From an optimization exercise on the open Yosys and OpenROAD flow, aimed at small area, a short achievable clock period and few clock cycles per item; shortcuts taken in it are not production practice. For this run, only the layout was checked, not whether the RTL still works.

## flow/run.sh

```bash
#!/bin/bash
# synth_recipe.tcl (not shown) runs the flow's synth.tcl, then flattens the netlist and writes it again
# the make line also repeats each setting of config.mk as NAME=value (left out here)
make -C /OpenROAD-flow-scripts/flow DESIGN_CONFIG=/design/flow/config.mk WORK_HOME=/design/flow/orfs CLKGATE_MAP_FILE= SYNTH_SCRIPT=/design/flow/synth_recipe.tcl finish
```

## flow/config.mk

```make
export PLATFORM = sky130hd
export DESIGN_NAME = fixed_step_accumulator
export DESIGN_NICKNAME = fixed_step_accumulator
export VERILOG_FILES = /design/flow/design.v
export SDC_FILE = /design/flow/constraint.sdc
export NUM_CORES = 4
export LEC_CHECK = 0
export CAP_MARGIN = 20
export CORE_MARGIN = 2
export CORE_UTILIZATION = 40
export SLEW_MARGIN = 20
```

## flow/constraint.sdc

```tcl
create_clock -name core_clock -period 10.0 [get_ports {clock}]
set_input_delay 2.0000 -clock core_clock [delete_from_list [all_inputs] [get_ports {clock}]]
set_output_delay 2.0000 -clock core_clock [all_outputs]
set_load 0.01 [all_outputs]
```

## flow/design.v

```verilog
`timescale 1ns / 1ps
package fsa_pkg;
   localparam int STEP_LEN_WIDTH   = 25;
   localparam int STEP_LIM_WIDTH   = 8;
   localparam int REM_WIDTH        = 24;
   localparam int DROP_TIME_WIDTH  = 48;
   localparam int COUNT_WIDTH      = 32;
   localparam int ELAPSED_WIDTH    = 32;
   localparam int BLEND_WIDTH      = 17;
   localparam int CSR_INDEX_WIDTH  = 4;
   localparam int CSR_DATA_WIDTH   = 25;
   localparam logic [STEP_LEN_WIDTH-1:0] STEP_LENGTH_MIN   = 25'd65536;
   localparam logic [STEP_LEN_WIDTH-1:0] STEP_LENGTH_MAX   = 25'd16777216;
   localparam logic [STEP_LEN_WIDTH-1:0] STEP_LENGTH_RESET = 25'd279620;
   localparam logic [STEP_LIM_WIDTH-1:0] STEP_LIMIT_RESET  = 8'd5;
   localparam logic [CSR_INDEX_WIDTH-1:0] REG_STEP_LENGTH = 4'd0;
   localparam logic [CSR_INDEX_WIDTH-1:0] REG_STEP_LIMIT  = 4'd1;
endpackage
`timescale 1ns / 1ps
`timescale 1ns / 1ps
import fsa_pkg::*;
module fixed_step_accumulator (
   input  logic                                 clock,
   input  logic                                 reset,
   input  logic                                 req_valid,
   output logic                                 req_ready,
   input  logic                                 req_operation,
   input  logic signed [fsa_pkg::ELAPSED_WIDTH-1:0] req_elapsed,
   output logic                                 rsp_valid,
   input  logic                                 rsp_ready,
   output logic [fsa_pkg::STEP_LIM_WIDTH-1:0]   rsp_step_count,
   output logic                                 rsp_dropped,
   output logic [fsa_pkg::BLEND_WIDTH-1:0]      rsp_blend_fraction,
   output logic [fsa_pkg::COUNT_WIDTH-1:0]      rsp_drop_count,
   output logic [fsa_pkg::DROP_TIME_WIDTH-1:0]  rsp_dropped_time,
   output logic [fsa_pkg::COUNT_WIDTH-1:0]      rsp_total_steps,
   input  logic                                 csr_valid,
   output logic                                 csr_ready,
   input  logic [fsa_pkg::CSR_INDEX_WIDTH-1:0]  csr_index,
   input  logic [fsa_pkg::CSR_DATA_WIDTH-1:0]   csr_data
);
   localparam int K    = 4;
   localparam int NFC  = 16 / K;           
   localparam int QW   = 24;               
   localparam int CW   = 4;                
   localparam logic [1:0] ST_IDLE = 2'd0;
   localparam logic [1:0] ST_INT  = 2'd1;
   localparam logic [1:0] ST_FRAC = 2'd2;
   localparam logic [1:0] ST_CLR  = 2'd3;
   logic [STEP_LEN_WIDTH-1:0] step_ff;
   logic [STEP_LIM_WIDTH-1:0] limit_ff;
   logic [STEP_LEN_WIDTH-1:0] csr_len;
   logic [STEP_LIM_WIDTH-1:0] csr_lim;
   logic [REM_WIDTH-1:0]       rem_ff;
   logic [DROP_TIME_WIDTH-1:0] disc_ff;
   logic [COUNT_WIDTH-1:0]     drops_ff;
   logic [COUNT_WIDTH-1:0]     total_ff;
   logic [1:0]    st_ff;
   logic [CW-1:0] cnt_ff;
   logic          first_ff;
   logic [31:0]   rw_ff;       
   logic [QW-1:0] qs_ff;       
   logic [7:0]    lsh_ff;      
   logic          tight_ff;
   logic                      rsp_valid_ff;
   logic [STEP_LIM_WIDTH-1:0] out_steps_ff;
   logic                      out_drop_ff;
   logic [15:0]               out_blend_ff;
   always_comb begin
      csr_len = csr_data[STEP_LEN_WIDTH-1:0];
      if (csr_len < STEP_LENGTH_MIN) begin
         csr_len = STEP_LENGTH_MIN;
      end else if (csr_len > STEP_LENGTH_MAX) begin
         csr_len = STEP_LENGTH_MAX;
      end
      csr_lim = csr_data[STEP_LIM_WIDTH-1:0];
      if (csr_lim == '0) begin
         csr_lim = 8'd1;
      end
   end
   assign csr_ready = 1'b1;
   logic [3:0] nbc;      
   always_comb begin
      int bl;
      bl = 1;
      for (int b = 0; b < 8; b++) begin
         if (limit_ff[b]) bl = b + 1;
      end
      nbc = 4'((bl + K - 1) / K);
   end
   logic [31:0]   r_s [0:K];
   logic [QW-1:0] q_s [0:K];
   logic          t_s [0:K];
   logic          clamp;
   assign clamp  = (st_ff == ST_INT);
   assign r_s[0] = rw_ff;
   assign q_s[0] = qs_ff;
   assign t_s[0] = tight_ff;
   for (genvar i = 0; i < K; i++) begin : g_step
      logic [31:0] t;
      logic [32:0] diff;
      logic        fits;
      logic        lbit;
      logic        qbit;
      assign t    = {r_s[i][30:0], q_s[i][QW-1]};
      assign diff = {1'b0, t} - {8'd0, step_ff};
      assign fits = !diff[32];
      assign lbit = lsh_ff[7-i];
      assign qbit = fits && (!(clamp && t_s[i]) || lbit);
      assign r_s[i+1] = qbit ? diff[31:0] : t;
      assign q_s[i+1] = {q_s[i][QW-2:0], qbit};
      assign t_s[i+1] = t_s[i] && !(lbit && !fits);
   end
   logic adv;
   logic drop;
   logic fin;
   logic emit;
   logic accept;
   logic int_last;
   logic frac_last;
   assign drop      = tight_ff && (rw_ff >= 32'(step_ff));
   assign int_last  = (st_ff == ST_INT) && (cnt_ff == '0);
   assign frac_last = (st_ff == ST_FRAC) && (cnt_ff == '0);
   assign adv       = !(rsp_valid_ff && !rsp_ready);
   assign fin       = (st_ff == ST_CLR) || frac_last ||
                      ((st_ff == ST_FRAC) && first_ff && drop);
   assign emit      = fin && adv;
   assign req_ready = (st_ff == ST_IDLE) ||
                      (((st_ff == ST_CLR) || frac_last) && !rsp_valid_ff);
   assign accept    = req_valid && req_ready;
   logic [31:0] a_sum;
   assign a_sum = 32'(rem_ff) + (req_elapsed[31] ? 32'd0 : {1'b0, req_elapsed[30:0]});
   logic [31:0]   rw_ld;
   logic [QW-1:0] qs_ld;
   logic [7:0]    lsh_ld;
   always_comb begin
      rw_ld  = a_sum;
      qs_ld  = '0;
      lsh_ld = limit_ff;
      for (int c = 1; c <= 8 / K; c++) begin
         if (nbc == 4'(c)) begin
            rw_ld  = a_sum >> (c * K);
            qs_ld  = QW'(a_sum) << (QW - c * K);
            lsh_ld = limit_ff << (8 - c * K);
         end
      end
   end
   always_ff @(posedge clock) begin
      if (reset) begin
         step_ff  <= STEP_LENGTH_RESET;
         limit_ff <= STEP_LIMIT_RESET;
      end else if (csr_valid) begin
         if (csr_index == REG_STEP_LENGTH) begin
            step_ff <= csr_len;
         end
         if (csr_index == REG_STEP_LIMIT) begin
            limit_ff <= csr_lim;
         end
      end
   end
   always_ff @(posedge clock) begin
      if (reset) begin
         st_ff <= ST_IDLE;
      end else if (accept) begin
         st_ff    <= req_operation ? ST_CLR : ST_INT;
         cnt_ff   <= nbc - 4'd1;
         rw_ff    <= rw_ld;
         qs_ff    <= qs_ld;
         lsh_ff   <= lsh_ld;
         tight_ff <= 1'b1;
      end else if (adv) begin
         unique case (st_ff)
            ST_INT: begin
               rw_ff    <= r_s[K];
               qs_ff    <= q_s[K];
               lsh_ff   <= lsh_ff << K;
               tight_ff <= t_s[K];
               cnt_ff   <= cnt_ff - 4'd1;
               first_ff <= 1'b1;
               if (cnt_ff == '0) begin
                  st_ff  <= ST_FRAC;
                  cnt_ff <= CW'(NFC - 1);
               end
            end
            ST_FRAC: begin
               rw_ff    <= r_s[K];
               qs_ff    <= q_s[K];
               cnt_ff   <= cnt_ff - 4'd1;
               first_ff <= 1'b0;
               if (fin) begin
                  st_ff <= ST_IDLE;
               end
            end
            ST_CLR: begin
               st_ff <= ST_IDLE;
            end
            default: begin
            end
         endcase
      end
   end
   always_ff @(posedge clock) begin
      logic [DROP_TIME_WIDTH:0] dsum;
      dsum = {1'b0, disc_ff} + (DROP_TIME_WIDTH+1)'(rw_ff);
      if (reset) begin
         rem_ff       <= '0;
         disc_ff      <= '0;
         drops_ff     <= '0;
         total_ff     <= '0;
         rsp_valid_ff <= 1'b0;
      end else begin
         if (accept && req_operation) begin
            rem_ff <= '0;
         end
         if (adv && int_last) begin
            out_steps_ff <= q_s[K][7:0];
         end
         if (adv && (st_ff == ST_FRAC) && first_ff) begin
            rem_ff <= drop ? '0 : rw_ff[REM_WIDTH-1:0];
         end
         if (emit) begin
            rsp_valid_ff <= 1'b1;
            if (st_ff != ST_CLR) begin
               total_ff <= total_ff + COUNT_WIDTH'(out_steps_ff);
            end
            if (st_ff == ST_CLR) begin
               out_steps_ff <= '0;
               out_drop_ff  <= 1'b0;
               out_blend_ff <= '0;
               disc_ff      <= '0;
               drops_ff     <= '0;
            end else if (first_ff && drop) begin
               out_drop_ff  <= 1'b1;
               out_blend_ff <= '0;
               disc_ff      <= dsum[DROP_TIME_WIDTH] ? '1 : dsum[DROP_TIME_WIDTH-1:0];
               if (drops_ff != '1) begin
                  drops_ff <= drops_ff + 1'b1;
               end
            end else begin
               out_drop_ff  <= 1'b0;
               out_blend_ff <= q_s[K][15:0];
            end
         end else if (rsp_ready) begin
            rsp_valid_ff <= 1'b0;
         end
      end
   end
   assign rsp_valid          = rsp_valid_ff;
   assign rsp_step_count     = out_steps_ff;
   assign rsp_dropped        = out_drop_ff;
   assign rsp_blend_fraction = {1'b0, out_blend_ff};
   assign rsp_drop_count     = drops_ff;
   assign rsp_dropped_time   = disc_ff;
   assign rsp_total_steps    = total_ff;
endmodule
```

==> results by group <==
Status
  • Status: failed layout checks
  • Layout Check Failures: negative setup slack

STA
  • RSZ-0062 raised after global routing: true
  • Worst Slack Setup Final: -1.64 ns
  • FMAX: 0.0859 GHz
  • Worst slew pin tran: 1.04 ns
  • Max-slew violations: 0
  • Period minus WS final: 11.64 ns
  • Rel. slew slack: 29.7%
  • Hold Vio Cnt, Final: 0
  • Fin crit share: 116%
  • Final Setup Violations: 36
  • Layout Skew: 0.0138 ns

Synth
  • Ranking of synthesized cells by area: dfxtp_1 16%, edfxtp_1 13%, ha_1 11%
  • Mapped Avg Cell Area: 7.98 sq um
  • Seq cells post-synth: 267
  • Post-synth top area share: 15.7%
  • Unique masters post-synth: 83
  • Ys flop type: dfxtp_1
  • Synth Instances: 2740
  • Post-Syn Nets: 3012
  • Synth async-reset ratio: 0%
  • Mapped Area: 21900 sq um
  • Synth area leader: dfxtp_1
  • Sequential share of the synthesized area: 28.8%
  • Synth warnings: 4
  • EDFF count, synth: 95

Hold path
  • Hold Path Cell Cnt: 2
  • Worst hold-check path type: reg -> reg
  • Hold path endpoint: limit_ff[3]$_SDFFE_PP0P_
  • Hold path startpoint: limit_ff[3]$_SDFFE_PP0P_

Placement
  • Pre-CTS setup slack: -2.20 ns
  • Gpl congestion: 1.01
  • I/O Buffers: 205
  • Post-DP HPWL: 66.1 mm
  • Area post-placement: 28100 sq um

Critical path
  • Crit path max-delay cell type: o41a_1
  • Crit path max fanout: 7
  • Worst endpoint required time: 10.33 ns
  • Crit Path Category: reg -> reg
  • Reg-to-Reg End: rw_ff[19]$_DFFE_PP_
  • Critical Path End Type: register
  • R2r setup slk: -1.64 ns
  • Critical Path Max Stage Delay: 0.42 ns
  • RR Startpoint: qs_ff[23]$_DFFE_PP_
  • Register-to-Register Path Depth: 60
  • Worst path most repeated cell: o21ai_2
  • Critical path startpoint category: register
  • Critical Path AT: 11.97 ns

Route
  • Antenna viol nets, final: 0
  • Pre-Repair DR Iteration Count: 5
  • Routed vias: 23.5k
  • Via density: 5.67
  • Drt total wl: 84.3 mm
  • Initial drt markers: 1757
  • Residual DRC: 0
  • WL/cell: 20.3 um

Die
  • DIE AREA: 56500 sq um
  • Width of the die: 238 um
  • I/O pin count: 208
  • Starting Density: 40.5%
  • Die H: 238 um
  • FP Rows: 85
  • Core Region: 53900 sq um

Final layout
  • Area grow syn2layout: 38.5%
  • Net count, final: 3705
  • Fraction of layout cells with a size suffix above 1: 21.6%
  • Most frequent cells in the layout: 533 x buf_4, 330 x nor2_1, 247 x a21oi_1
  • Post-Layout Inst Area: 30300 sq um
  • Most common cell after layout, fill and taps aside: buf_4
  • Filler cells: 4879
  • Ant. Diodes: 0
  • Final Util: 56.1%

Flow run
  • MaxCap Viol Count: 0

Global routing
  • Total global routing overflow: 0
  • Initial antenna violation count: 2
  • First-pass GRT wire length: 128 mm
  • Vias in the first global route: 22.6k
  • Largest net degree at the start of global routing: 86
  • GRT Total Usage: 28.9%

Clocking
  • Clk sinks: 267
  • H-tree depth: 1
  • Cts hold-fix bufs: 0
  • TritonCTS clock tree: built
  • Clock Root Buffer: clkbuf_16
  • Reg clk slew, reported paths: 0.07 ns
  • Num CTS Buffers: 30
  • Worst-Skew Late Latency: 0.58 ns
  • Clk buf depth: 3
## routing by layer
layer / vias up / wire, um / GRT usage, %
met3: 141 / 5960 / 3.59
li1: 11279 / - / -
met1: 11225 / 37900 / 40.3
met2: 863 / 38200 / 47.3
met4: 4 / 2290 / 7.19
met5: - / 27 / 0
## through the flow
step           cells  TNS, ns  hold WS (ns)
2_1_floorplan   2740   -31.12         0.445
3_3_place_gp    4015   -64.89         0.464
3_5_place_dp    4015   -75.73         0.467
4_1_cts         4135   -43.69         0.476
5_1_grt         4149   -70.26         0.507
6_report        4149   -55.04         0.471
## layout make-up
class	instances	area, sq um	share of cell area [%]
flip-flops and latches	267	6300	20.8
clock buffers	39	847	2.80
multi-input cells	2279	15400	50.7
repair buffers	761	6400	21.1
well taps	696	871	2.88
inverters	94	353	1.17
clock inverters	13	144	0.475
## Yosys cell counts (all sizes together), types with 13 or more instances
cell type / n
nand2b: 42
a21oi: 268
a31oi: 31
ha: 198
o31ai: 13
o21a: 35
nor4: 13
a21o: 72
and3: 49
or3: 39
o21bai: 17
nor3: 52
dfxtp: 172
o21ai: 186
xnor2: 106
nand3: 74
nand2: 241
and2: 37
clkbuf: 84
o211ai: 13
nor2b: 57
or2: 16
mux2: 14
buf: 16
a22oi: 43
a211oi: 44
mux2i: 57
xor2: 76
edfxtp: 95
nand4: 20
nor2: 340
inv: 94
## flip-flops by register name, summed over array words and instances (netlist names)
name and flops:
disc_ff 48, drops_ff 32, rw_ff 32, total_ff 32, step_ff 25, qs_ff 24, rem_ff 24, out_blend_ff 16
limit_ff 8, lsh_ff 8, out_steps_ff 8, cnt_ff 4, st_ff 2, first_ff 1, out_drop_ff 1, rsp_valid_ff 1
tight_ff 1
## worst max path at each step
stage / depth (start not counted) / from / endpoint
CTS: 61 / qs_ff[23]$_DFFE_PP_ / rw_ff[19]$_DFFE_PP_
global route: 61 / qs_ff[23]$_DFFE_PP_ / rw_ff[19]$_DFFE_PP_
global placement: 52 / qs_ff[23]$_DFFE_PP_ / rw_ff[7]$_DFFE_PP_
floorplan: 58 / qs_ff[23]$_DFFE_PP_ / rw_ff[19]$_DFFE_PP_
detailed placement: 54 / qs_ff[23]$_DFFE_PP_ / rw_ff[7]$_DFFE_PP_
finish: 60 / qs_ff[23]$_DFFE_PP_ / rw_ff[19]$_DFFE_PP_
## repair_timing
item / in CTS / in global routing
buffers inserted: 67 / 19
endpoints found under the setup margin: 36 / 36
gates cloned: 2 / 0
gates resized for setup: 69 / 45
pin swaps: 46 / 60
## logic make-up (layout without fill, tap and decap cells)
group           Yosys count  count (layout)  synth area share [%]
fa+ha+maj               205             205                  12.0
other cells               2               2                0.0343
buf+inv                 194             907                  3.48
compound gates          808             808                  23.1
simple gates           1011            1011                  21.9
flops                   267             267                  28.8
mux                      71              71                  3.33
xor+xnor                182             182                  7.32
## critical path, delay by kind of cell (launching register included)
family	cells	cell delay [ns]
compound gates	31	6.43
fa+ha+maj	5	1.49
buf+inv	10	1.14
flops	1	0.41
mux	2	0.56
simple gates	12	1.31

==> re-timing with driven ports <==
No port has a modelled driver above. Below, the same layout with a new extraction and two added sets of constraints.
Step 1: set_driving_cell puts a clkbuf_16 on clock and a buf_2 on each other input, an assumption about the parent block.
Step 2 adds t to the input delays and takes it off the output delays; t is the mean of the earliest and latest rising clock arrival at the registers after step 1. Input paths then give back, and output paths get back, about the clock's delay inside the block.
a / b / c = ideal ports / drivers / drivers and shift; a / b = the first two.
t (ns): 0.622
slack for setup (ns): -1.641 / -1.641 / -1.641
worst register clock-pin slew, ns: 0.07 / 0.07
The setup slack of this run moves by 0.000 ns with the drivers and by 0.000 ns with both steps.
